This design comes from an exercise in tuning for small area, a short achievable clock period and few clock cycles per item on the open sky130 flow, not from production work.
RTL that was checked went through simulation tests only; none was proved equivalent to the original.
The RTL of runs 1 and 2 was laid out without a check of its function.
Power figures rest on the tool's default switching activity, not on a simulated workload.

$ cat flow/design.v
`timescale 1ns / 1ps
`default_nettype none
package rasr_pkg;
    localparam int IN_W   = 32;
    localparam int NUM_W  = 64;
    localparam int DEN_W  = 62;
    localparam int MAG_W  = 65;    
    localparam int CNT_W  = 7;
    localparam logic [NUM_W-1:0] NUM_MAX = {1'b0, {(NUM_W-1){1'b1}}};
    localparam logic [DEN_W-1:0] DEN_MAX = {DEN_W{1'b1}};
    typedef struct packed {
        logic                    action;
        logic signed [IN_W-1:0]  a_num;
        logic signed [IN_W-1:0]  a_den;
        logic signed [IN_W-1:0]  b_num;
        logic signed [IN_W-1:0]  b_den;
    } in_item_t;
    typedef struct packed {
        logic signed [NUM_W-1:0] res_num;
        logic [DEN_W-1:0]        res_den;
        logic                    den_error;
    } out_item_t;
    typedef enum logic [3:0] {
        CMD_NONE,
        CMD_LOAD,       
        CMD_MUL,        
        CMD_SUM,        
        CMD_GINIT,      
        CMD_GSTEP,      
        CMD_DINIT,      
        CMD_DSTEP,      
        CMD_DNEXT,      
        CMD_FINAL       
    } cmd_t;
    typedef struct packed {
        logic zero_den;    
        logic zero_num;    
        logic gcd_done;    
        logic div_done;    
    } status_t;
endpackage
`default_nettype wire
`timescale 1ns / 1ps
`default_nettype none
module rational_add_sub_reduce_top
(
    input  wire logic      aclk,
    input  wire logic      aresetn,
    input  wire logic      s_valid,
    output logic           s_ready,
    input  wire logic [128:0] s_data,    
    output logic           m_valid,
    input  wire logic      m_ready,
    output logic [126:0]   m_data       
);
    localparam logic [1:0] M_IDLE = 2'd0, M_RUN = 2'd1, M_DONE = 2'd2;
    logic [1:0]  mstate;
    logic [3:0]  mcnt;
    logic [33:0] mn_hi, md_hi;   
    logic [31:0] mn_lo, md_lo;   
    logic [31:0] x_an, x_bn, x_ad;
    logic [2:0]  dbd, dad;       
    logic        f1, f2;         
    logic        mzden;          
    function automatic logic [2:0] booth_dec(input logic y1, input logic y0,
                                             input logic yp, input logic flip);
        booth_dec[0] = y0 ^ yp;
        booth_dec[1] = (y1 & ~y0 & ~yp) | (~y1 & y0 & yp);
        booth_dec[2] = y1 ^ flip;
    endfunction
    function automatic logic [35:0] booth_pp(input logic [31:0] x, input logic [2:0] d);
        logic [35:0] m;
        m = d[0] ? {{4{x[31]}}, x} : (d[1] ? {{3{x[31]}}, x, 1'b0} : 36'd0);
        booth_pp = d[2] ? ~m : m;
    endfunction
    wire [35:0] pp1 = booth_pp(x_an, dbd);
    wire [35:0] pp2 = booth_pp(x_bn, dad);
    wire [35:0] pp3 = booth_pp(x_ad, dbd);
    wire [35:0] acc_n = {{2{mn_hi[33]}}, mn_hi};
    wire [35:0] acc_d = {{2{md_hi[33]}}, md_hi};
    wire [35:0] cs_s = acc_n ^ pp1 ^ pp2;
    wire [35:0] cs_c = {(acc_n[34:0] & pp1[34:0]) | (acc_n[34:0] & pp2[34:0]) | (pp1[34:0] & pp2[34:0]), dad[2]};
    wire [35:0] sum_n = cs_s + cs_c + {35'd0, dbd[2]};
    wire [35:0] sum_d = acc_d + pp3 + {35'd0, dbd[2]};
    wire ld;     
    always_ff @(posedge aclk) begin
        if (!aresetn) begin
            mstate <= M_IDLE;
        end else begin
            case (mstate)
                M_IDLE: if (s_valid) mstate <= M_RUN;
                M_RUN:  if (mcnt == 4'd15) mstate <= M_DONE;
                M_DONE: if (ld) mstate <= M_IDLE;
                default: mstate <= M_IDLE;
            endcase
        end
    end
    always_ff @(posedge aclk) begin
        case (mstate)
            M_IDLE: begin
                mcnt  <= 4'd0;
                mn_hi <= 34'd0;
                md_hi <= 34'd0;
                mn_lo <= s_data[31:0];       
                md_lo <= s_data[95:64];      
                x_an  <= s_data[127:96];
                x_bn  <= s_data[63:32];
                x_ad  <= s_data[95:64];
                f1    <= s_data[95] ^ s_data[31];
                f2    <= s_data[95] ^ s_data[31] ^ s_data[128];
                dbd   <= booth_dec(s_data[1], s_data[0], 1'b0, s_data[95] ^ s_data[31]);
                dad   <= booth_dec(s_data[65], s_data[64], 1'b0, s_data[95] ^ s_data[31] ^ s_data[128]);
                mzden <= (s_data[95:64] == 32'd0) || (s_data[31:0] == 32'd0);
            end
            M_RUN: begin
                mcnt  <= mcnt + 4'd1;
                mn_hi <= sum_n[35:2];
                mn_lo <= {sum_n[1:0], mn_lo[31:2]};
                md_hi <= sum_d[35:2];
                md_lo <= {sum_d[1:0], md_lo[31:2]};
                dbd   <= booth_dec(mn_lo[3], mn_lo[2], mn_lo[1], f1);
                dad   <= booth_dec(md_lo[3], md_lo[2], md_lo[1], f2);
            end
            default: ;
        endcase
    end
    localparam logic [1:0] L_IDLE = 2'd0, L_INIT = 2'd1, L_LOOP = 2'd2, L_HALF2 = 2'd3;
    logic [1:0]  lstate;
    logic [63:0] a, b;           
    logic [63:0] ca1, cb1;       
    logic [61:0] ca2, cb2;       
    logic        nsign;          
    logic        zden;           
    logic [1:0]  hs;             
    wire        new_neg = mn_hi[33] && !mzden;
    wire [64:0] s1 = {1'b0, b} - {1'b0, a};    
    wire [63:0] s2 = a - b;                    
    wire        b_lt_a = s1[64];
    wire        bz = (b == 64'd0);
    function automatic logic [1:0] tz3(input logic [2:0] v);
        tz3 = v[0] ? 2'd0 : v[1] ? 2'd1 : v[2] ? 2'd2 : 2'd3;
    endfunction
    wire in_loop = (lstate == L_LOOP) && !bz;
    wire k_half  = in_loop && !a[0] && !b[0];
    wire k_swap  = in_loop && !a[0] &&  b[0];
    wire k_shb   = in_loop &&  a[0] && !b[0];
    wire k_sub   = in_loop &&  a[0] &&  b[0];
    wire k_half2 = (lstate == L_HALF2);
    wire k_ineg  = (lstate == L_INIT);
    logic [1:0]  sh;
    logic [63:0] xsrc;
    always_comb begin
        sh   = 2'd0;
        xsrc = b;
        if (k_sub) begin
            sh   = tz3(s1[2:0]);
            xsrc = b_lt_a ? s2 : s1[63:0];
        end else if (k_shb) begin
            sh   = tz3(b[2:0]);
            xsrc = b;
        end else if (k_swap) begin
            sh   = tz3(a[2:0]);
            xsrc = a;
        end else if (k_half) begin
            sh   = tz3(a[2:0] | b[2:0]);
            xsrc = a;
        end else if (k_half2) begin
            sh   = hs;
            xsrc = a;
        end else if (k_ineg) begin
            sh   = 2'd0;
            xsrc = s2;
        end
    end
    wire [63:0] bsh = xsrc >> sh;
    wire        take_ca = (k_sub && b_lt_a) || k_swap;
    wire [63:0] ysrc1 = take_ca ? ca1 : cb1;
    wire [61:0] ysrc2 = take_ca ? ca2 : cb2;
    wire [63:0] cbsh1 = ysrc1 << sh;
    wire [61:0] cbsh2 = ysrc2 << sh;
    wire [63:0] csum1 = ca1 + cb1;
    wire [61:0] csum2 = ca2 + cb2;
    wire done_out = (lstate == L_LOOP) && bz;    
    assign ld = (mstate == M_DONE) && ((lstate == L_IDLE) || (done_out && m_ready));
    always_ff @(posedge aclk) begin
        if (!aresetn) begin
            lstate <= L_IDLE;
        end else if (ld) begin
            lstate <= new_neg ? L_INIT : L_LOOP;
        end else begin
            case (lstate)
                L_INIT:  lstate <= L_LOOP;
                L_LOOP:  if (bz) begin
                             if (m_ready) lstate <= L_IDLE;
                         end else if (k_half) lstate <= L_HALF2;
                L_HALF2: lstate <= L_LOOP;
                default: lstate <= L_IDLE;
            endcase
        end
    end
    always_ff @(posedge aclk) begin
        if (ld) begin
            a     <= {md_hi[31:0], md_lo};
            b     <= mzden ? 64'd0 : {mn_hi[31:0], mn_lo};
            nsign <= new_neg;
            zden  <= mzden;
            ca1   <= new_neg ? 64'd1 : 64'd0;
            ca2   <= 62'd1;
            cb1   <= new_neg ? {64{1'b1}} : 64'd1;
            cb2   <= 62'd0;
        end else if (k_ineg) begin
            b <= bsh;
        end else if (k_sub) begin
            b   <= bsh;
            if (b_lt_a) a <= b;
            ca1 <= csum1;
            ca2 <= csum2;
            cb1 <= cbsh1;
            cb2 <= cbsh2;
        end else if (k_shb) begin
            b   <= bsh;
            cb1 <= cbsh1;
            cb2 <= cbsh2;
        end else if (k_swap) begin
            a   <= b;
            b   <= bsh;
            ca1 <= nsign ? {64{1'b1}} : 64'd1;    
            ca2 <= 62'd0;
            cb1 <= cbsh1;
            cb2 <= cbsh2;
        end else if (k_half) begin
            a   <= b;
            b   <= bsh;
            hs  <= sh;
        end else if (k_half2) begin
            a <= b;
            b <= bsh;
        end
    end
    assign s_ready = (mstate == M_IDLE);
    assign m_valid = done_out;
    assign m_data  = {ca1, ca2, zden};
endmodule
`default_nettype wire
$ cat flow/run.sh
#!/bin/bash
# synth_recipe.tcl (not shown) runs the flow's synth.tcl, then flattens the netlist and writes it again
# the make line also repeats each setting of config.mk as NAME=value (left out here)
make -C /OpenROAD-flow-scripts/flow DESIGN_CONFIG=/design/flow/config.mk WORK_HOME=/design/flow/orfs CLKGATE_MAP_FILE= SYNTH_SCRIPT=/design/flow/synth_recipe.tcl finish
$ cat flow/config.mk
export PLATFORM = sky130hd
export DESIGN_NAME = rational_add_sub_reduce_top
export DESIGN_NICKNAME = rational_add_sub_reduce_top
export VERILOG_FILES = /design/flow/design.v
export SDC_FILE = /design/flow/constraint.sdc
export NUM_CORES = 4
export LEC_CHECK = 0
export ABC_CLOCK_PERIOD_IN_PS = 3000
export CAP_MARGIN = 20
export CORE_MARGIN = 2
export CORE_UTILIZATION = 40
export PLACE_DENSITY = 0.6
export SETUP_SLACK_MARGIN = 5
export SLEW_MARGIN = 20
$ cat flow/constraint.sdc
create_clock -name core_clock -period 10.0 [get_ports {aclk}]
set_input_delay 2.0000 -clock core_clock [delete_from_list [all_inputs] [get_ports {aclk}]]
set_output_delay 2.0000 -clock core_clock [all_outputs]
set_load 0.01 [all_outputs]
==> results by group, run 1 <==
Status
  • Status: finished clean

Power and ir drop
  • Overall power: 12.09 mW
  • Peak VDD IR: 0.1501 mV
  • Switching Share: 0.3907
  • Pwr Density: 201.5 nW/um2
  • Clock Power Share: 0.260
  • Psw: 4.722 mW
  • P_int: 7.365 mW
  • Comb pwr share: 0.416
  • Pleak: 23.03 nW
  • Sequential Power Share: 0.324

Timing
  • RSZ-0062 raised after global routing: true
  • Slew @ Worst Pin: 1.183 ns
  • Max Fclk: 196.2 MHz
  • Final setup fails: 0
  • Max-slew headroom at the worst pin: 0.2047
  • Slew Viols, Final: 0
  • Tmin final: 5.097 ns
  • Fin. Hold Viols: 0
  • Fin crit share: 0.5097
  • Final Skew: 0.02908 ns
  • TNS Setup: 0 ns

Clock network
  • Num CTS Buffers: 80
  • CTS tree: done
  • Total clock sinks: 629
  • Root Buffer: clkbuf_16
  • Hold-fix buffers at CTS: 0
  • Worst-case clock buffer depth: 3
  • CTS H-tree lvls: 3
  • Worst-path clk slew: 0.06 ns
  • Worst-Skew Late Latency: 0.72 ns

Global route
  • Grt met3 use: 0.07707
  • Tot GR Track Use: 0.3338
  • Vias in the first global route: 47960
  • Largest net degree at the start of global routing: 78
  • Initial antenna violation count: 12
  • GR Util met2: 0.5180
  • First-pass GRT wire length: 327.7 mm
  • GRT overflow: 0
  • Layer with the highest usage: met2
  • Routing usage on met1: 0.4323

Worst setup path
  • Reg2Reg Setup Slack: 4.90 ns
  • Critical path type: flop to flop
  • Worst setup EP type: flop
  • Max FO, Critical Path: 12
  • Reg2Reg Depth: 13
  • Critical Path RT: 10.40 ns
  • Worst Path Arrival: 5.49 ns
  • Critical Path Source Type: flop

Layout
  • Nets: 6585
  • Layout cell share with drive strength beyond 1: 0.08109
  • Register area: 17610 um2
  • Number of fillers in the final layout: 12370
  • Layout area overhead: 16.23%
  • Post-layout util: 0.4691
  • Multi-input gate area: 32530 um2
  • Final Non-Filler Cells: 7822

Job
  • MaxCap Viol Count: 0

Yosys
  • Seq/Total Area, Yosys: 0.3413
  • Post-synth top area share: 0.2916
  • Post-synth top flop: edfxtp_1
  • Syn avg cell area: 8.639 um2
  • Leading area contributor after synthesis: edfxtp_1
  • Synth Net Count: 6469
  • Number of enable flip-flop cells after synthesis: 501
  • Synth Warn #: 1
  • Cell variety after synth: 99
  • Top cells by area, synth: edfxtp_1 29%, ha_1 7.8%, dfxtp_1 5.0%
  • Ys async rst share: 0
  • Syn Std Cell Area: 51590 um2
  • Yosys reg bits: 629
  • Gate Count Post-Synth: 5972

Floorplan
  • Starting Density: 0.4036
  • # rows: 131
  • Overall die height: 363.1 um
  • Width of the die: 363.1 um
  • Io pins: 262
  • Core area: 127800 um2
  • Die area: 131900 um2

Drt
  • DRC Markers: 0
  • Routed len/inst: 29.07 um
  • Vias per cell: 6.419
  • Post-Route WL: 227.4 mm
  • Vias: 50210
  • ANT nets after route: 0
  • First DRT Iteration DRCs: 5935
  • Drt pass-1 iters: 6

Placed design
  • Inst Count DP: 7611
  • Port-buffer cells: 261
  • Gpl congestion: 1.059
  • DP Wirelength: 166.0 mm

Min path
  • Hold depth: 2
  • Hold Crit Class: flop to flop
## worst paths after layout
check | from | end
setup / recovery | b[17] | b[28]
hold / removal | cb2[60] | cb2[60]
setup reg to reg | b[17] | b[28]
hold reg to reg | cb2[60] | cb2[60]
## power by group through the flow
stage	combinational [mW]	sequential, mW	clock, mW
CTS	4.91	3.90	3.18
global route	5.60	3.94	3.27
global placement	4.78	3.95	0
finish	5.02	3.92	3.14
detailed placement	4.82	3.95	0
floorplan	3.73	3.62	0
## per-stage QoR
stage	hold slack, ns	setup WS (ns)	cell area (um2)
3_3_place_gp	0.4780	3.598	55700
2_1_floorplan	0.4481	4.461	51660
5_1_grt	0.5119	4.889	59960
3_5_place_dp	0.4892	3.659	55710
4_1_cts	0.4968	4.976	59380
6_report	0.4978	4.903	59970
## routing by layer
metal,vias to the layer above,wire length [um],part of all wire
li1,22590,-,-
met1,24430,93000,0.41
met2,2585,98530,0.43
met3,594,21880,0.096
met4,8,13900,0.061
met5,-,53,0.00023
## Yosys cell counts, drive strengths merged (74+ instances only)
library cell / count
nand4: 74
a22oi: 157
clkbuf: 274
inv: 223
edfxtp: 501
nor3: 82
dfxtp: 128
nand3: 111
o22ai: 85
nor2: 448
a21o: 147
mux2i: 188
xor2: 126
xnor2: 224
buf: 96
ha: 323
nand2: 672
a21oi: 464
a221oi: 90
o21ai: 588
## layout by cell type (no fill, tap or decap), drive strengths merged, types with 56 or more instances in the layout
master,count
a211oi,57
a21o,147
a21oi,464
a221oi,90
a22oi,157
buf,134
clkbuf,103
clkdlybuf4s50,260
dfxtp,128
edfxtp,501
ha,323
inv,226
mux2,56
mux2i,188
nand2,672
nand3,111
nand4,74
nor2,448
nor3,82
nor4,57
o211ai,60
o21a,59
o21ai,588
o21bai,61
o22ai,85
xnor2,224
xor2,126
## state kept, by name, summed over array words and instances (netlist names), 34 cells and up
name,flops
cb2,62
md_hi,34
ca2,62
b,64
cb1,64
ca1,64
mn_hi,34
a,64
## critical path, stage by stage (launching register included)
cell and delay, ns:
edfxtp_1 0.49, nor4_2 0.46, nand4_1 0.35, nor4_4 0.35
nor2_1 0.16, buf_4 0.22, nand2_1 0.77, nand2_2 0.61
a21oi_1 0.29, a21oi_1 0.06, a21oi_1 0.16, o21ai_1 0.23
a211oi_1 0.40, o21ai_0 0.23
## what timing repair did
action	CTS	global route
pin swaps	17	18
buffers inserted	27	22
cloned	6	2
resized for setup	111	69
hold endpoints to repair	0	0
setup endpoints to repair	419	189
## cell type report
type	count	area share
sequential	629	0.2936
clock buffer	100	0.03634
timing repair buffer	403	0.06812
clock inverter	48	0.009952
antenna	6	0.0002504
tap	1662	0.03468
multi-input combinational	4748	0.5425
inverter	226	0.01458
## cells by family after synthesis
family / after synthesis / share of synthesized area
AO/OA/AOI/OAI: 2106 / 0.2637
AND/OR/NAND/NOR: 1683 / 0.1470
flip-flops: 629 / 0.3413
buffers and inverters: 596 / 0.04571
adder cells (fa/ha/maj): 364 / 0.09424
XOR/XNOR: 350 / 0.05941
multiplexers: 244 / 0.04870
==> inputs of run 2 (changes only) <==
--- a/flow/config.mk
+++ b/flow/config.mk
@@ -5,7 +5,7 @@
 export SDC_FILE = /design/flow/constraint.sdc
 export NUM_CORES = 4
 export LEC_CHECK = 0
-export ABC_CLOCK_PERIOD_IN_PS = 3000
+export ABC_CLOCK_PERIOD_IN_PS = 2000
 export CAP_MARGIN = 20
 export CORE_MARGIN = 2
 export CORE_UTILIZATION = 40
==> results by group, run 2 <==
Status
  • Status: finished clean

Yosys
  • Gate Count Post-Synth: 5972
  • Top cells by area, synth: edfxtp_1 29%, ha_1 7.8%, dfxtp_1 5.0%
  • Synth Warn #: 1
  • Post-synth top area share: 0.2916
  • Most frequent cell after synthesis: nand2_1
  • Synth Net Count: 6469
  • Yosys reg bits: 629
  • Seq/Total Area, Yosys: 0.3413
  • Syn Std Cell Area: 51590 um2
  • Commonest cells post-synth: 670 x nand2_1, 501 x edfxtp_1, 484 x o21ai_0
  • Syn avg cell area: 8.639 um2
  • Leading area contributor after synthesis: edfxtp_1
  • Cell variety after synth: 99
  • Post-synth top flop: edfxtp_1
  • Number of enable flip-flop cells after synthesis: 501
  • Ys async rst share: 0

Global route
  • GRT overflow: 0
  • Vias in the first global route: 47960
  • Largest net degree at the start of global routing: 78
  • First-pass GRT wire length: 327.7 mm
  • Initial antenna violation count: 12
  • Tot GR Track Use: 0.3338

Timing
  • Tmin final: 5.097 ns
  • RSZ-0062 raised after global routing: true
  • Final Skew: 0.02908 ns
  • Fin. Hold Viols: 0
  • Max-slew headroom at the worst pin: 0.2047
  • Slew Viols, Final: 0
  • TNS Setup: 0 ns
  • Fin crit share: 0.5097
  • Max Fclk: 196.2 MHz
  • Final setup fails: 0
  • Slew @ Worst Pin: 1.183 ns
  • Hold_ws: 0.4978 ns

Layout
  • Post-layout util: 0.4691
  • Nets: 6585
  • Most common cell after layout, fill and taps aside: nand2_1
  • Multi-input gate area: 32530 um2
  • Layout area overhead: 16.23%
  • Number of fillers in the final layout: 12370
  • Post-route cell area: 59970 um2
  • Register area: 17610 um2
  • Most frequent cells in the layout: 653 x nand2_1, 501 x edfxtp_1, 478 x o21ai_0, 455 x a21oi_1, 430 x nor2_1
  • Layout cell share with drive strength beyond 1: 0.08109

Clock network
  • Root Buffer: clkbuf_16
  • Hold-fix buffers at CTS: 0
  • Total clock sinks: 629
  • CTS tree: done
  • CTS H-tree lvls: 3
  • Worst-path clk slew: 0.06 ns
  • Worst-case clock buffer depth: 3
  • Worst-Skew Late Latency: 0.72 ns
  • Num CTS Buffers: 80

Placed design
  • Placed cell area: 55710 um2
  • Gpl congestion: 1.059
  • DP Wirelength: 166.0 mm
  • Port-buffer cells: 261

Floorplan
  • Width of the die: 363.1 um
  • # rows: 131
  • Overall die height: 363.1 um
  • Core area: 127800 um2
  • Die area: 131900 um2
  • Io pins: 262
  • Starting Density: 0.4036

Min path
  • HP Start: cb2[60]
  • Hold Crit Class: flop to flop

Power and ir drop
  • Peak VDD IR: 0.1501 mV
  • Pleak: 23.03 nW
  • Pwr Density: 201.5 nW/um2
  • Overall power: 12.09 mW

Job
  • MaxCap Viol Count: 0

Worst setup path
  • Critical path type: flop to flop
  • Crit path launch: b[17]
  • Critical Path RT: 10.40 ns
  • Max FO, Critical Path: 12
  • Reg2Reg Setup Slack: 4.90 ns
  • Critical Path Source Type: flop
  • Worst Path Arrival: 5.49 ns
  • Worst setup EP type: flop
  • Reg2reg start: b[17]

Drt
  • Vias: 50210
  • First DRT Iteration DRCs: 5935
  • ANT nets after route: 0
  • Drt pass-1 iters: 6
  • Post-Route WL: 227.4 mm
  • DRC Markers: 0
  • Routed len/inst: 29.07 um
  • Vias per cell: 6.419
## run 2: cell counts after synthesis
Identical to the previous run, type by type.
## run 2: logic make-up after synthesis
logic type / Yosys count / synth area share
adder cells (fa/ha/maj): 364 / 0.09424
buffers and inverters: 596 / 0.04571
AO/OA/AOI/OAI: 2106 / 0.2637
XOR/XNOR: 350 / 0.05941
AND/OR/NAND/NOR: 1683 / 0.1470
multiplexers: 244 / 0.04870
flip-flops: 629 / 0.3413
## run 2: worst paths after layout
path	end	cells past startpoint
setup / recovery	b[28]	13
hold / removal	cb2[60]	2
setup reg to reg	b[28]	13
hold reg to reg	cb2[60]	2
## run 2: cell type report
class,count,share of cell area
diodes,6,0.0002504
clock buffers,100,0.03634
clock inverters,48,0.009952
inverters,226,0.01458
multi-input cells,4748,0.5425
flip-flops and latches,629,0.2936
well taps,1662,0.03468
repair buffers,403,0.06812
## run 2: metal layers
| metal | track usage | vias up | wire length (um) |
|---|---|---|---|
| met5 | 0 | - | 53 |
| met4 | 0.1740 | 8 | 13900 |
| met3 | 0.07707 | 594 | 21880 |
| met2 | 0.5180 | 2585 | 98530 |
| met1 | 0.4323 | 24430 | 93000 |
| li1 | - | 22590 | - |
## run 2: metrics by stage
stage                     cells  setup slack, ns
after floorplan            5972            4.461
after global placement     7611            3.598
after detailed placement   7611            3.659
after CTS                  7792            4.976
after global routing       7816            4.889
final                      7822            4.903
## run 2: repair_timing
item	CTS	global route
cloned	6	2
endpoints found under the setup margin	419	189
resized for setup	111	69
pin swaps	17	18
buffers inserted	27	22
## run 2: worst max-delay path, stage by stage (launching register included)
cell and delay (ns):
edfxtp_1 0.49, nor4_2 0.46, nand4_1 0.35, nor4_4 0.35, nor2_1 0.16, buf_4 0.22, nand2_1 0.77, nand2_2 0.61
a21oi_1 0.29, a21oi_1 0.06, a21oi_1 0.16, o21ai_1 0.23, a211oi_1 0.40, o21ai_0 0.23
## run 2: power by group
part	switching, mW	leakage (nW)	total, mW	internal [mW]
combinational	2.77	15.7	5.02	2.25
sequential	0.647	6.02	3.92	3.27
clock	1.30	1.35	3.14	1.84
total	4.72	23.0	12.1	7.36
==> inputs of run 3 (changes only) <==
--- a/flow/design.v
+++ b/flow/design.v
@@ -131,14 +131,17 @@
     logic [61:0] ca2, cb2;       
     logic        nsign;          
     logic        zden;           
-    logic [1:0]  hs;             
+    logic [2:0]  hs;             
     wire        new_neg = mn_hi[33] && !mzden;
+    wire        new_bz  = mzden || ({mn_hi, mn_lo} == 66'd0);
     wire [64:0] s1 = {1'b0, b} - {1'b0, a};    
     wire [63:0] s2 = a - b;                    
     wire        b_lt_a = s1[64];
-    wire        bz = (b == 64'd0);
-    function automatic logic [1:0] tz3(input logic [2:0] v);
-        tz3 = v[0] ? 2'd0 : v[1] ? 2'd1 : v[2] ? 2'd2 : 2'd3;
+    logic       bz;              
+    wire        ab_eq = (a == b);
+    function automatic logic [2:0] tz7(input logic [6:0] v);
+        tz7 = v[0] ? 3'd0 : v[1] ? 3'd1 : v[2] ? 3'd2 : v[3] ? 3'd3 :
+              v[4] ? 3'd4 : v[5] ? 3'd5 : v[6] ? 3'd6 : 3'd7;
     endfunction
     wire in_loop = (lstate == L_LOOP) && !bz;
     wire k_half  = in_loop && !a[0] && !b[0];
@@ -147,28 +150,28 @@
     wire k_sub   = in_loop &&  a[0] &&  b[0];
     wire k_half2 = (lstate == L_HALF2);
     wire k_ineg  = (lstate == L_INIT);
-    logic [1:0]  sh;
+    logic [2:0]  sh;
     logic [63:0] xsrc;
     always_comb begin
-        sh   = 2'd0;
+        sh   = 3'd0;
         xsrc = b;
         if (k_sub) begin
-            sh   = tz3(s1[2:0]);
+            sh   = tz7(s1[6:0]);
             xsrc = b_lt_a ? s2 : s1[63:0];
         end else if (k_shb) begin
-            sh   = tz3(b[2:0]);
+            sh   = tz7(b[6:0]);
             xsrc = b;
         end else if (k_swap) begin
-            sh   = tz3(a[2:0]);
+            sh   = tz7(a[6:0]);
             xsrc = a;
         end else if (k_half) begin
-            sh   = tz3(a[2:0] | b[2:0]);
+            sh   = tz7(a[6:0] | b[6:0]);
             xsrc = a;
         end else if (k_half2) begin
             sh   = hs;
             xsrc = a;
         end else if (k_ineg) begin
-            sh   = 2'd0;
+            sh   = 3'd0;
             xsrc = s2;
         end
     end
@@ -202,6 +205,7 @@
         if (ld) begin
             a     <= {md_hi[31:0], md_lo};
             b     <= mzden ? 64'd0 : {mn_hi[31:0], mn_lo};
+            bz    <= new_bz;
             nsign <= new_neg;
             zden  <= mzden;
             ca1   <= new_neg ? 64'd1 : 64'd0;
@@ -212,6 +216,7 @@
             b <= bsh;
         end else if (k_sub) begin
             b   <= bsh;
+            bz  <= ab_eq;
             if (b_lt_a) a <= b;
             ca1 <= csum1;
             ca2 <= csum2;
--- a/flow/config.mk
+++ b/flow/config.mk
@@ -5,10 +5,10 @@
 export SDC_FILE = /design/flow/constraint.sdc
 export NUM_CORES = 4
 export LEC_CHECK = 0
-export ABC_CLOCK_PERIOD_IN_PS = 2000
+export ABC_CLOCK_PERIOD_IN_PS = 5000
 export CAP_MARGIN = 20
 export CORE_MARGIN = 2
 export CORE_UTILIZATION = 40
 export PLACE_DENSITY = 0.6
-export SETUP_SLACK_MARGIN = 5
+export SETUP_SLACK_MARGIN = 4
 export SLEW_MARGIN = 20
==> results by group, run 3 <==
Global route
  • First-pass GRT wire length: 333.8 mm
  • Tot GR Track Use: 0.3202
  • Largest net degree at the start of global routing: 162
  • Initial antenna violation count: 8
  • Vias in the first global route: 49130
  • GRT overflow: 0

Placed design
  • DP Wirelength: 171.6 mm
  • Worst slack at placement: 3.409 ns
  • Gpl congestion: 1.009
  • Port-buffer cells: 261

Drt
  • Vias per cell: 6.581
  • Post-Route WL: 228.7 mm
  • Drt pass-1 iters: 9
  • First DRT Iteration DRCs: 7604
  • Vias: 53590
  • Routed len/inst: 28.09 um
  • DRC Markers: 0
  • ANT nets after route: 0

Layout
  • Layout area overhead: 12.29%
  • Nets: 6813
  • Most frequent cells in the layout: 700 x nand2_1, 516 x o21ai_0, 503 x edfxtp_1, 436 x a21oi_1, 352 x nor2_1
  • Most common cell after layout, fill and taps aside: nand2_1
  • Layout cell share with drive strength beyond 1: 0.05116

Clock network
  • CTS H-tree lvls: 3
  • Num CTS Buffers: 73
  • Total clock sinks: 631
  • Worst-path clk slew: 0.06 ns
  • Root Buffer: clkbuf_16
  • CTS tree: done
  • Worst-Skew Late Latency: 0.67 ns
  • Worst-case clock buffer depth: 3

Worst setup path
  • Slowest stage cell, crit path: buf_8
  • CP cell instances: buf_4, inv_1, buf_4, ha_1, fa_1, o21bai_1, a211oi_1, a211oi_1, a311oi_1, a21oi_1, o21ai_2, nand2_4, inv_6, buf_8, o21ai_0, a211oi_1, a21oi_1, a221oi_1, o211ai_1
  • Critical Path Source Type: flop
  • Max FO, Critical Path: 87
  • Worst Path Arrival: 6.27 ns
  • Reg2Reg Depth: 19
  • Critical path type: flop to flop
  • Worst setup EP type: flop
  • Crit-path most repeated cell: a211oi_1
  • Critical Path RT: 10.34 ns
  • Crit path largest cell delay: 0.52 ns

Yosys
  • Cell variety after synth: 112
  • Yosys reg bits: 631
  • Syn Std Cell Area: 53890 um2
  • Leading area contributor after synthesis: edfxtp_1
  • Synth Warn #: 1
  • Ys async rst share: 0
  • Post-synth top area share: 0.2803
  • Number of enable flip-flop cells after synthesis: 503
  • Most frequent cell after synthesis: nand2_1
  • Post-synth top flop: edfxtp_1
  • Synth Net Count: 6788
  • Seq/Total Area, Yosys: 0.3279
  • Commonest cells post-synth: 707 x nand2_1, 518 x o21ai_0, 503 x edfxtp_1
  • Gate Count Post-Synth: 6288
  • Syn avg cell area: 8.570 um2
  • Top cells by area, synth: edfxtp_1 28%, ha_1 7.6%, nand2_1 4.9%

Min path
  • Hold Crit Class: flop to flop
  • Hold depth: 2

Power and ir drop
  • Peak VDD IR: 0.1521 mV
  • Pleak: 23.88 nW
  • Pwr Density: 181.0 nW/um2

Floorplan
  • Die area: 137700 um2
  • # rows: 134
  • Core area: 133600 um2
  • Starting Density: 0.4033
  • Overall die height: 371.0 um
  • Io pins: 262
  • Width of the die: 371.0 um

Timing
  • TNS Setup: 0 ns
  • Fin. Hold Viols: 0
  • Slew Viols, Final: 0
  • Final setup fails: 0
  • Final Skew: 0.01652 ns
  • Fin worst setup slack: 4.075 ns
  • Max Fclk: 168.8 MHz
  • Max-slew headroom at the worst pin: 0.2004
  • Tmin final: 5.925 ns
  • RSZ-0062 raised after global routing: true
  • Fin crit share: 0.5925
  • Slew @ Worst Pin: 1.191 ns

Job
  • MaxCap Viol Count: 0

Status
  • Status: finished clean
## run 3: cell types whose count changed after synthesis, sizes merged, moves of 35 or more
cell    change
nor3      +114
a211oi    +113
o22ai      -50
a22oi      +74
and3       +51
mux2       -50
nand2      +35
nor2       -80
## run 3: stage by stage
stage / cells / hold WS (ns) / power [mW] / cell area [um2] / util
after floorplan: 6288 / 0.4505 / 6.857 / 53900 / -
after global placement: 7995 / 0.4779 / 8.040 / 57900 / 0.4333
after detailed placement: 7995 / 0.4842 / 8.096 / 57900 / 0.4333
after CTS: 8131 / 0.4918 / 10.91 / 60350 / 0.4516
after global routing: 8140 / 0.5255 / 11.60 / 60500 / 0.4527
final: 8143 / 0.4946 / 10.95 / 60510 / 0.4528
## run 3: report_power, final
group	internal (mW)	switching, mW	total, mW	leakage, nW
registers	3.24	0.563	3.80	6.04
logic	1.95	2.39	4.35	16.7
clock network	1.58	1.22	2.81	1.14
total	6.77	4.18	10.9	23.9
## run 3: kinds of logic after synthesis
| family | share of synthesized area |
|---|---|
| muxes | 0.03766 |
| AOI/OAI and AO/OA | 0.2818 |
| xor gates and xnor gates | 0.05201 |
| adders and majority gates | 0.09093 |
| buffers and inverters | 0.04602 |
| DFF | 0.3279 |
| and+or+nand+nor | 0.1637 |
## run 3: critical path: cells and delay by family, from the launching register on
| family | cells | cell delay (ns) |
|---|---|---|
| DFF | 1 | 0.35 |
| adders and majority gates | 2 | 0.54 |
| buffers and inverters | 5 | 1.56 |
| and+or+nand+nor | 1 | 0.18 |
| AOI/OAI and AO/OA | 11 | 2.83 |
## run 3: final cells by class
cell class	instances	area [um2]
multi-input combinational	5042	34000
antenna	3	7.507
fill	13180	73120
clock buffer	91	1914
timing repair buffer	356	3411
clock inverter	43	486.7
tap	1768	2212
sequential	631	17670
inverter	209	805.8
## run 3: repair_timing
item,4_1_cts,5_1_grt
endpoints found under the hold margin,0,0
buffers inserted,1,9
setup endpoints to repair,206,223
gates cloned,1,0
hold buffers,0,0
resized for setup,8,17
pin swaps,2,3
## run 3: worst paths after layout
kind | end | slack (ns) | from
max | b[57] | 4.07 | b[0]
min | cb2[3] | 0.49 | cb2[3]
max reg2reg | b[57] | 4.07 | b[0]
min reg2reg | cb2[3] | 0.49 | cb2[3]
## run 3: metal layers
metal / global-route usage / up-vias / wire length, um
met4: 0.09374 / 14 / 7357
met5: 0.004545 / - / 184
met2: 0.4593 / 3175 / 93750
li1: - / 23980 / -
met3: 0.07607 / 393 / 25990
met1: 0.4718 / 26020 / 101400
Testbench counts of run 3, summed over its fixed seeds: cycles 119,682, items 3,200.
==> inputs of run 4 (changes only) <==
--- a/flow/config.mk
+++ b/flow/config.mk
@@ -5,10 +5,10 @@
 export SDC_FILE = /design/flow/constraint.sdc
 export NUM_CORES = 4
 export LEC_CHECK = 0
-export ABC_CLOCK_PERIOD_IN_PS = 5000
+export ABC_CLOCK_PERIOD_IN_PS = 4000
 export CAP_MARGIN = 20
 export CORE_MARGIN = 2
 export CORE_UTILIZATION = 40
 export PLACE_DENSITY = 0.6
-export SETUP_SLACK_MARGIN = 4
+export SETUP_SLACK_MARGIN = 5
 export SLEW_MARGIN = 20
==> results by group, run 4 <==
Timing
  • Max-slew headroom at the worst pin: 0.2459
  • Tmin final: 4.985 ns
  • Final setup fails: 0
  • Fin. Hold Viols: 0
  • Slew @ Worst Pin: 1.119 ns
  • Final Skew: 0.04269 ns
  • Max Fclk: 200.6 MHz
  • TNS Setup: 0 ns
  • Fin worst setup slack: 5.015 ns
  • Slew Viols, Final: 0
  • RSZ-0062 raised after global routing: false
  • Fin crit share: 0.4985

Yosys
  • Synth Net Count: 6788
  • Leading area contributor after synthesis: edfxtp_1
  • Syn Std Cell Area: 53890 um2
  • Syn avg cell area: 8.570 um2
  • Seq/Total Area, Yosys: 0.3279
  • Yosys reg bits: 631
  • Ys async rst share: 0
  • Synth Warn #: 1
  • Most frequent cell after synthesis: nand2_1
  • Top cells by area, synth: edfxtp_1 28%, ha_1 7.6%, nand2_1 4.9%
  • Post-synth top flop: edfxtp_1
  • Post-synth top area share: 0.2803
  • Number of enable flip-flop cells after synthesis: 503
  • Gate Count Post-Synth: 6288
  • Cell variety after synth: 112
  • Commonest cells post-synth: 707 x nand2_1, 518 x o21ai_0, 503 x edfxtp_1

Clock network
  • Worst-path clk slew: 0.06 ns
  • Worst-case clock buffer depth: 3
  • Worst-Skew Late Latency: 0.70 ns
  • CTS H-tree lvls: 3
  • Total clock sinks: 631
  • Hold-fix buffers at CTS: 0
  • Root Buffer: clkbuf_16
  • CTS tree: done
  • Num CTS Buffers: 75

Floorplan
  • # rows: 134
  • Core area: 133600 um2
  • Overall die height: 371.0 um
  • Io pins: 262
  • Starting Density: 0.4033
  • Width of the die: 371.0 um
  • Die area: 137700 um2

Worst setup path
  • Max FO, Critical Path: 64
  • Crit-path most repeated cell: buf_8
  • Top delay family on crit path: buffers and inverters
  • Worst Path Arrival: 5.27 ns
  • Worst setup EP type: flop
  • CP cell instances: buf_8, inv_1, buf_8, ha_4, fa_2, o21bai_4, nand3_2, a31oi_2, o2111ai_1, nor2b_4, a21oi_4, o21ai_4, clkbuf_16, nand2_4, nand4b_1, buf_4
  • Critical path type: flop to flop
  • Slowest stage cell, crit path: buf_4
  • Critical Path Source Type: flop
  • WP buf/inv: 5
  • Crit path largest cell delay: 0.79 ns
  • Critical Path RT: 10.28 ns

Global route
  • First-pass GRT wire length: 335.1 mm
  • Vias in the first global route: 49570
  • Tot GR Track Use: 0.3219
  • Initial antenna violation count: 10
  • GRT overflow: 0
  • Largest net degree at the start of global routing: 88

Drt
  • ANT nets after route: 0
  • Top Layer Used: met5
  • Routed len/inst: 28.27 um
  • Drt pass-1 iters: 9
  • Met2 WL: 95.03 mm
  • Vias per cell: 6.616
  • Length of routed wiring on met1: 100.4 mm
  • DRC Markers: 0
  • First DRT Iteration DRCs: 8552
  • Post-Route WL: 231.5 mm
  • DR WL met3: 28.33 mm
  • Vias: 54190

Power and ir drop
  • Pleak: 24.47 nW
  • Pwr Density: 179.5 nW/um2
  • Peak VDD IR: 0.1953 mV

Layout
  • Nets: 6859
  • Post-layout util: 0.4652
  • Layout area overhead: 15.36%
  • Most common cell after layout, fill and taps aside: nand2_1
  • Most frequent cells in the layout: 697 x nand2_1, 507 x o21ai_0, 503 x edfxtp_1, 423 x a21oi_1, 350 x nor2_1
  • Layout cell share with drive strength beyond 1: 0.07571

Job
  • MaxCap Viol Count: 0

Min path
  • Hold Crit Class: flop to flop

Placed design
  • Gpl congestion: 1.054
  • DP Wirelength: 170.7 mm
  • Port-buffer cells: 261
  • Worst slack at placement: 3.897 ns

Status
  • Status: finished clean
run 4: cell counts after synthesis:
Identical to the previous run, type by type.
run 4: per-layer routing:
layer / up-vias / track usage
met5: - / 0
met4: 6 / 0.09802
met3: 460 / 0.07995
met2: 3505 / 0.4587
met1: 26130 / 0.4735
li1: 24090 / -
run 4: per-stage QoR:
step           hold slack [ns]  instances  power [mW]  instance area (um2)
6_report                0.4998       8191       11.16                62160
3_5_place_dp            0.4919       7998       8.049                57930
5_1_grt                 0.5233       8187       11.81                62150
3_3_place_gp            0.4807       7996       7.997                57890
4_1_cts                 0.5001       8158       11.02                61140
2_1_floorplan           0.4505       6288       6.862                53950
run 4: path summary, 6_finish.rpt:
| kind | from | end | slack (ns) | cells past startpoint |
|---|---|---|---|---|
| max | b[0] | a[46] | 5.01 | 16 |
| min reg2reg | ca2[34] | ca2[34] | 0.50 | 2 |
| max reg2reg | b[0] | a[46] | 5.01 | 16 |
| min | ca2[34] | ca2[34] | 0.50 | 2 |
run 4: worst min-delay path: stages, from the launching register on:
cell and delay [ns]:
dfxtp_1 0.34, nand2_1 0.06, o21ai_1 0.05
run 4: where the power goes:
group,internal [mW],switching [mW],leakage [nW],total [mW]
logic,2.03,2.45,17.2,4.49
clock network,1.69,1.24,1.22,2.92
registers,3.24,0.516,6.04,3.75
total,6.95,4.21,24.5,11.2
run 4: kinds of logic (layout without fill, tap and decap cells):
group / after synthesis / in the layout / synth area share
muxes: 202 / 202 / 0.03766
xor gates and xnor gates: 320 / 320 / 0.05201
and+or+nand+nor: 1877 / 1883 / 0.1637
DFF: 631 / 631 / 0.3279
buffers and inverters: 616 / 741 / 0.04602
AOI/OAI and AO/OA: 2275 / 2275 / 0.2818
adders and majority gates: 367 / 367 / 0.09093
other: 0 / 4 / 0
run 4: what timing repair did:
action / CTS / global route
pin swaps: 9 / 25
cloned: 6 / 7
setup endpoints to repair: 325 / 320
buffers inserted: 17 / 22
gates resized for setup: 99 / 153
run 4: final cells by class:
cell class	instances	area, um2
Fill cell	12960	71460
Multi-Input combinational cell	5047	34800
Tap cell	1768	2212
Sequential cell	631	17670
Clock buffer	90	1986
Clock inverter	47	535.5
Inverter	209	825.8
Timing Repair Buffer	395	4128
Antenna cell	4	10.01
==> inputs of run 5 (changes only) <==
==> flow/flow/run.sh (new file) <==
#!/bin/bash
# Standard layout, with timing repair aimed below the clock period.
set -euo pipefail
bash standard.sh SETUP_SLACK_MARGIN=6 finish > standard_flow.log 2>&1
==> flow/standard.sh (new file) <==
#!/bin/bash
# synth_recipe.tcl (not shown) runs the flow's synth.tcl, then flattens the netlist and writes it again
# the make line also repeats each setting of config.mk as NAME=value (left out here)
make -C /OpenROAD-flow-scripts/flow DESIGN_CONFIG=/design/flow/config.mk WORK_HOME=/design/flow/orfs CLKGATE_MAP_FILE= SYNTH_SCRIPT=/design/flow/synth_recipe.tcl "${@:-finish}"
--- a/flow/config.mk
+++ b/flow/config.mk
@@ -10,5 +10,4 @@
 export CORE_MARGIN = 2
 export CORE_UTILIZATION = 40
 export PLACE_DENSITY = 0.6
-export SETUP_SLACK_MARGIN = 5
 export SLEW_MARGIN = 20
removed: flow/run.sh
==> results by group, run 5 <==
Drt
  • Routed len/inst: 31.26 um
  • Length of routed wiring on met1: 105.7 mm
  • ANT nets after route: 0
  • Vias: 58880
  • DR WL met3: 35.38 mm
  • Post-Route WL: 269.3 mm
  • Vias per cell: 6.834
  • DRC Markers: 0
  • Drt pass-1 iters: 13
  • First DRT Iteration DRCs: 9243
  • Top Layer Used: met5
  • Met2 WL: 111.5 mm

Timing
  • Hold_ws: 0.5088 ns
  • RSZ-0062 raised after global routing: true
  • Final Skew: 0.04985 ns
  • Max-slew headroom at the worst pin: 0.2240
  • Tmin final: 4.588 ns
  • Slew Viols, Final: 0
  • Max Fclk: 218.0 MHz
  • Final setup fails: 0
  • Fin crit share: 0.4588
  • Fin worst setup slack: 5.412 ns
  • Slew @ Worst Pin: 1.164 ns
  • Fin. Hold Viols: 0
  • TNS Setup: 0 ns

Floorplan
  • # rows: 134
  • Io pins: 262
  • Width of the die: 371.0 um
  • Die area: 137700 um2
  • Overall die height: 371.0 um
  • Core area: 133600 um2
  • Starting Density: 0.4033

Power and ir drop
  • Comb pwr share: 0.450
  • Pleak: 28.09 nW
  • Overall power: 12.38 mW
  • Pwr Density: 164.7 nW/um2
  • Peak VDD IR: 0.1751 mV
  • Sequential Power Share: 0.312
  • Switching Share: 0.3876
  • Psw: 4.798 mW
  • Clock Power Share: 0.238
  • P_int: 7.580 mW

Yosys
  • Ys async rst share: 0
  • Commonest cells post-synth: 707 x nand2_1, 518 x o21ai_0, 503 x edfxtp_1
  • Seq/Total Area, Yosys: 0.3279
  • Post-synth top area share: 0.2803
  • Gate Count Post-Synth: 6288
  • Cell variety after synth: 112
  • Syn Std Cell Area: 53890 um2
  • Synth Net Count: 6788
  • Number of enable flip-flop cells after synthesis: 503
  • Synth Warn #: 1
  • Post-synth top flop: edfxtp_1
  • Leading area contributor after synthesis: edfxtp_1
  • Syn avg cell area: 8.570 um2
  • Yosys reg bits: 631
  • Most frequent cell after synthesis: nand2_1
  • Top cells by area, synth: edfxtp_1 28%, ha_1 7.6%, nand2_1 4.9%

Job
  • MaxCap Viol Count: 0

Min path
  • Hold Crit Class: flop to flop
  • Hold EP: ca2[28]
  • HP Start: ca2[28]
  • Hold depth: 2

Clock network
  • Hold-fix buffers at CTS: 0
  • Worst-path clk slew: 0.06 ns
  • Num CTS Buffers: 74
  • Total clock sinks: 631
  • CTS H-tree lvls: 3
  • Root Buffer: clkbuf_16
  • CTS tree: done
  • Worst-case clock buffer depth: 3
  • Worst-Skew Late Latency: 0.71 ns

Worst setup path
  • Critical Path Source Type: flop
  • Critical path type: flop to flop
  • Critical Path RT: 10.40 ns
  • Worst r2r dst: mn_hi[30]
  • Reg2Reg Depth: 18
  • Max FO, Critical Path: 3
  • Worst Path Arrival: 4.99 ns
  • Reg2Reg Setup Slack: 5.41 ns
  • Worst setup EP type: flop
  • Reg2reg start: dbd[2]

Placed design
  • Inst Count DP: 8006
  • Placed cell area: 58170 um2
  • Port-buffer cells: 261
  • Gpl congestion: 0.9898
  • DP Wirelength: 174.2 mm
  • Worst slack at placement: 3.757 ns

Global route
  • First-pass GRT wire length: 379.4 mm
  • Initial antenna violation count: 20
  • Vias in the first global route: 54440
  • Largest net degree at the start of global routing: 92
  • Tot GR Track Use: 0.3699
  • GRT overflow: 0

Status
  • Status: finished clean

Layout
  • Post-route cell area: 75160 um2
  • Layout cell share with drive strength beyond 1: 0.2659
  • Final Non-Filler Cells: 8615
  • Post-layout util: 0.5625
  • Layout area overhead: 39.48%
  • Most frequent cells in the layout: 674 x nand2_1, 503 x edfxtp_1, 352 x a21oi_1, 331 x nor2_1, 319 x o21ai_0
  • Nets: 7284
  • Most common cell after layout, fill and taps aside: nand2_1
[run 5: per-layer routing]
layer,global-route usage,vias up
met5,0,-
met4,0.1748,18
met3,0.09339,883
met2,0.5368,4327
met1,0.5116,28670
li1,-,24980
[run 5: repair_timing]
| action | CTS | global route |
|---|---|---|
| setup buffers | 267 | 123 |
| resized for setup | 1529 | 403 |
| endpoints found under the setup margin | 624 | 410 |
| pin swaps | 434 | 356 |
| cloned | 72 | 8 |
[run 5: worst max path at each step]
| stage | from | endpoint | cells after the start | slack (ns) |
|---|---|---|---|---|
| global placement | b[0] | b[36] | 18 | 3.20 |
| CTS | dbd[2] | mn_hi[32] | 18 | 5.35 |
| floorplan | b[0] | a[0] | 17 | 4.26 |
| global route | dbd[0] | mn_hi[30] | 19 | 5.28 |
| detailed placement | b[0] | b[36] | 18 | 3.76 |
| finish | dbd[2] | mn_hi[30] | 18 | 5.41 |
[run 5: cell families (layout without fill, tap and decap cells)]
| group | after synthesis | in the layout | synth area share |
|---|---|---|---|
| adder cells (fa/ha/maj) | 367 | 367 | 0.09093 |
| multiplexers | 202 | 202 | 0.03766 |
| AO/OA/AOI/OAI | 2275 | 2275 | 0.2818 |
| AND/OR/NAND/NOR | 1877 | 1899 | 0.1637 |
| other | 0 | 3 | 0 |
| buffers and inverters | 616 | 1150 | 0.04602 |
| XOR/XNOR | 320 | 320 | 0.05201 |
| flip-flops | 631 | 631 | 0.3279 |
[run 5: layout make-up]
type                            instances  area, um2
Inverter                              209      848.3
Multi-Input combinational cell       5063      42560
Clock buffer                           94       2021
Fill cell                           11510      58460
Timing Repair Buffer                  802       9314
Sequential cell                       631      17680
Timing Repair inverter                  3      26.28
Antenna cell                            3      7.507
Tap cell                             1768       2212
Clock inverter                         42      491.7
[run 5: worst max-delay path, stage by stage, from the launching register on]
cell,delay [ns]
edfxtp_1,0.44
buf_12,0.16
buf_16,0.12
xnor2_4,0.12
fa_1,0.50
fa_2,0.37
fa_2,0.35
a21o_1,0.20
a21oi_4,0.18
o21ai_4,0.10
a211oi_4,0.30
o31ai_4,0.11
a31oi_4,0.18
o22ai_2,0.10
o41a_1,0.47
o2bb2ai_4,0.19
o21a_1,0.22
nor3_2,0.12
nor3_1,0.07
[run 5: power groups by stage]
stage	Clock, mW	Sequential [mW]	Combinational [mW]
floorplan	0	3.54	3.40
global placement	0	3.79	4.30
detailed placement	0	3.79	4.35
CTS	2.94	3.81	4.95
global route	3.04	3.88	6.06
finish	2.95	3.86	5.57
==> inputs of run 6 (changes only) <==
==> flow/flow/run.sh (replaced) <==
#!/bin/bash
# Standard layout, with timing repair aimed below the clock period.
set -euo pipefail
bash standard.sh SETUP_SLACK_MARGIN=5.5 finish > standard_flow.log 2>&1
==> results by group, run 6 <==
Status
  • Status: finished clean

Drt
  • DRC Markers: 0
  • Length of routed wiring on met1: 102.5 mm
  • First DRT Iteration DRCs: 8152
  • Post-Route WL: 242.0 mm
  • Met2 WL: 98.40 mm
  • ANT nets after route: 0
  • Top Layer Used: met5
  • Routed len/inst: 28.96 um
  • Drt pass-1 iters: 10
  • Vias per cell: 6.662
  • Vias: 55670
  • DR WL met3: 31.13 mm

Worst setup path
  • Worst r2r dst: b[41]
  • Critical path type: flop to flop
  • Reg2reg start: a[0]
  • Worst Path Arrival: 5.09 ns
  • Reg2Reg Depth: 15
  • Reg2Reg Setup Slack: 5.41 ns
  • Critical Path Source Type: flop
  • Max FO, Critical Path: 26
  • Worst setup path end: b[41]
  • Crit path launch: a[0]
  • Worst setup EP type: flop
  • Critical Path RT: 10.49 ns

Yosys
  • Synth Net Count: 6788
  • Top cells by area, synth: edfxtp_1 28%, ha_1 7.6%, nand2_1 4.9%
  • Most frequent cell after synthesis: nand2_1
  • Post-synth top flop: edfxtp_1
  • Syn Std Cell Area: 53890 um2
  • Leading area contributor after synthesis: edfxtp_1
  • Post-synth top area share: 0.2803
  • Cell variety after synth: 112
  • Seq/Total Area, Yosys: 0.3279
  • Ys async rst share: 0
  • Gate Count Post-Synth: 6288
  • Syn avg cell area: 8.570 um2
  • Number of enable flip-flop cells after synthesis: 503
  • Synth Warn #: 1
  • Yosys reg bits: 631
  • Commonest cells post-synth: 707 x nand2_1, 518 x o21ai_0, 503 x edfxtp_1

Floorplan
  • Core area: 133600 um2
  • Width of the die: 371.0 um
  • Starting Density: 0.4033
  • Overall die height: 371.0 um
  • Die area: 137700 um2
  • Io pins: 262
  • # rows: 134

Timing
  • Slew @ Worst Pin: 1.155 ns
  • Fin crit share: 0.4594
  • Tmin final: 4.594 ns
  • Final setup fails: 0
  • RSZ-0062 raised after global routing: true
  • Fin. Hold Viols: 0
  • TNS Setup: 0 ns
  • Max Fclk: 217.7 MHz
  • Final Skew: 0.03306 ns
  • Max-slew headroom at the worst pin: 0.2285
  • Slew Viols, Final: 0

Power and ir drop
  • Pwr Density: 178.5 nW/um2
  • Peak VDD IR: 0.1817 mV
  • Pleak: 25.65 nW

Layout
  • Most common cell after layout, fill and taps aside: nand2_1
  • Number of fillers in the final layout: 12560
  • Final Non-Filler Cells: 8356
  • Nets: 7022
  • Layout area overhead: 22.29%
  • Most frequent cells in the layout: 691 x nand2_1, 503 x edfxtp_1, 496 x o21ai_0, 399 x a21oi_1, 348 x nor2_1
  • Layout cell share with drive strength beyond 1: 0.1348

Placed design
  • Port-buffer cells: 261
  • Inst Count DP: 7997
  • DP Wirelength: 169.9 mm
  • Gpl congestion: 1.029

Min path
  • Hold Crit Class: flop to flop

Clock network
  • Worst-case clock buffer depth: 3
  • Total clock sinks: 631
  • CTS tree: done
  • Num CTS Buffers: 77
  • CTS H-tree lvls: 3
  • Worst-Skew Late Latency: 0.69 ns
  • Root Buffer: clkbuf_16
  • Worst-path clk slew: 0.06 ns

Global route
  • Vias in the first global route: 50760
  • GRT overflow: 0
  • Largest net degree at the start of global routing: 121
  • Tot GR Track Use: 0.3316
  • First-pass GRT wire length: 343.8 mm
  • Initial antenna violation count: 12

Job
  • MaxCap Viol Count: 0
-- run 6: cell counts after synthesis --
No cell type changed its count.
-- run 6: final cells by class --
type	count	area [um2]	share of cell area
diodes	2	5.005	0.00007595
clock buffers	95	2098	0.03184
clock inverters	48	462.9	0.007026
inverters	209	852.1	0.01293
multi-input cells	5045	36730	0.5574
flip-flops and latches	631	17670	0.2681
well taps	1768	2212	0.03357
repair buffers	556	5848	0.08875
repair inverters	2	17.52	0.0002658
-- run 6: worst min path at each step --
stage,startpoint,to,slack [ns],cells past startpoint
floorplan,cb2[3],cb2[3],0.45,2
global placement,ca2[39],ca2[39],0.48,2
detailed placement,cb2[59],cb2[59],0.49,2
CTS,cb2[59],cb2[59],0.50,2
global route,cb2[59],cb2[59],0.53,2
finish,cb2[59],cb2[59],0.50,2
-- run 6: where the power goes --
group          internal [mW]  leakage (nW)  switching (mW)
Clock                   1.70          1.26            1.27
Combinational           2.37          18.3            2.68
Sequential              3.24          6.04           0.508
Total                   7.31          25.6            4.46
-- run 6: worst max-delay path, stage by stage, from the launching register on --
cell	delay, ns
edfxtp_1	0.40
buf_4	0.15
buf_4	0.15
buf_4	0.15
or4b_4	0.62
nand2_2	0.12
buf_4	0.42
a221oi_4	0.19
buf_4	0.18
a211oi_1	0.45
nor3_2	0.12
a311oi_2	0.68
nand2_1	0.21
o21ai_4	0.15
mux2i_1	0.11
o221ai_1	0.27
-- run 6: logic make-up (layout without fill, tap and decap cells) --
family	Yosys count	in the layout	share of synthesized area
adders and majority gates	367	367	0.09093
buffers and inverters	616	910	0.04602
DFF	631	631	0.3279
xor gates and xnor gates	320	320	0.05201
muxes	202	202	0.03766
other	0	2	0
and+or+nand+nor	1877	1881	0.1637
AOI/OAI and AO/OA	2275	2275	0.2818
-- run 6: through the flow --
stage / hold WS (ns) / instance area [um2] / power (mW) / worst slack [ns] / util
2_1_floorplan: 0.4505 / 54050 / 6.894 / 4.250 / -
3_3_place_gp: 0.4818 / 57970 / 8.025 / 3.020 / 0.4338
3_5_place_dp: 0.4936 / 58040 / 8.077 / 4.035 / 0.4343
4_1_cts: 0.5015 / 63150 / 11.30 / 5.422 / 0.4726
5_1_grt: 0.5277 / 65890 / 12.40 / 5.266 / 0.4931
6_report: 0.4972 / 65890 / 11.76 / 5.406 / 0.4931
-- run 6: per-layer routing --
layer,GRT usage,up-vias
met5,0,-
met3,0.08847,529
li1,-,24420
met2,0.4673,3582
met1,0.4828,27130
met4,0.1154,12
-- run 6: timing repair --
| action | 4_1_cts | 5_1_grt |
|---|---|---|
| pin swaps | 62 | 131 |
| setup buffers | 71 | 115 |
| hold endpoints to repair | 0 | 0 |
| gates resized for setup | 334 | 321 |
| setup endpoints to repair | 507 | 350 |
| hold buffers | 0 | 0 |
| gates cloned | 21 | 7 |

## re-timing with driven ports
Ports are ideal in the flow. The routed layouts listed here were re-timed in OpenROAD. Step 1 sets driving cells, clkbuf_16 on the clock port and buf_2 on the other inputs (assumed; they add their load-dependent delay and slew). Step 2 times the ports against the registers' clock, not the clock port: input delays grow and output delays shrink by t, the midpoint of the rising clock arrivals with the driver on. Three values: ideal, step 1, step 2; two values: the first two.
| run | t, ns | setup slack, ns | worst register clock-pin slew, ns | worst slew at a driven data input, ns |
|---|---|---|---|---|
| run 1 | 0.782 | 4.903 / 4.883 / 4.229 | 0.07 / 0.07 | 0.11 |
| run 2 | 0.782 | 4.903 / 4.883 / 4.229 | 0.07 / 0.07 | 0.11 |
| run 3 | 0.730 | 4.075 / 4.075 / 3.651 | 0.07 / 0.07 | 0.12 |
| run 4 | 0.752 | 5.015 / 5.015 / 4.320 | 0.07 / 0.07 | 0.10 |
| run 5 | 0.771 | 5.412 / 5.412 / 5.056 | 0.07 / 0.07 | 0.12 |
| run 6 | 0.750 | 5.406 / 5.406 / 4.942 | 0.07 / 0.07 | 0.09 |
After both steps every run listed still meets setup and hold. For run 4, which loses most, drivers alone change the setup slack by 0.000 ns; drivers and shift together by -0.695 ns.
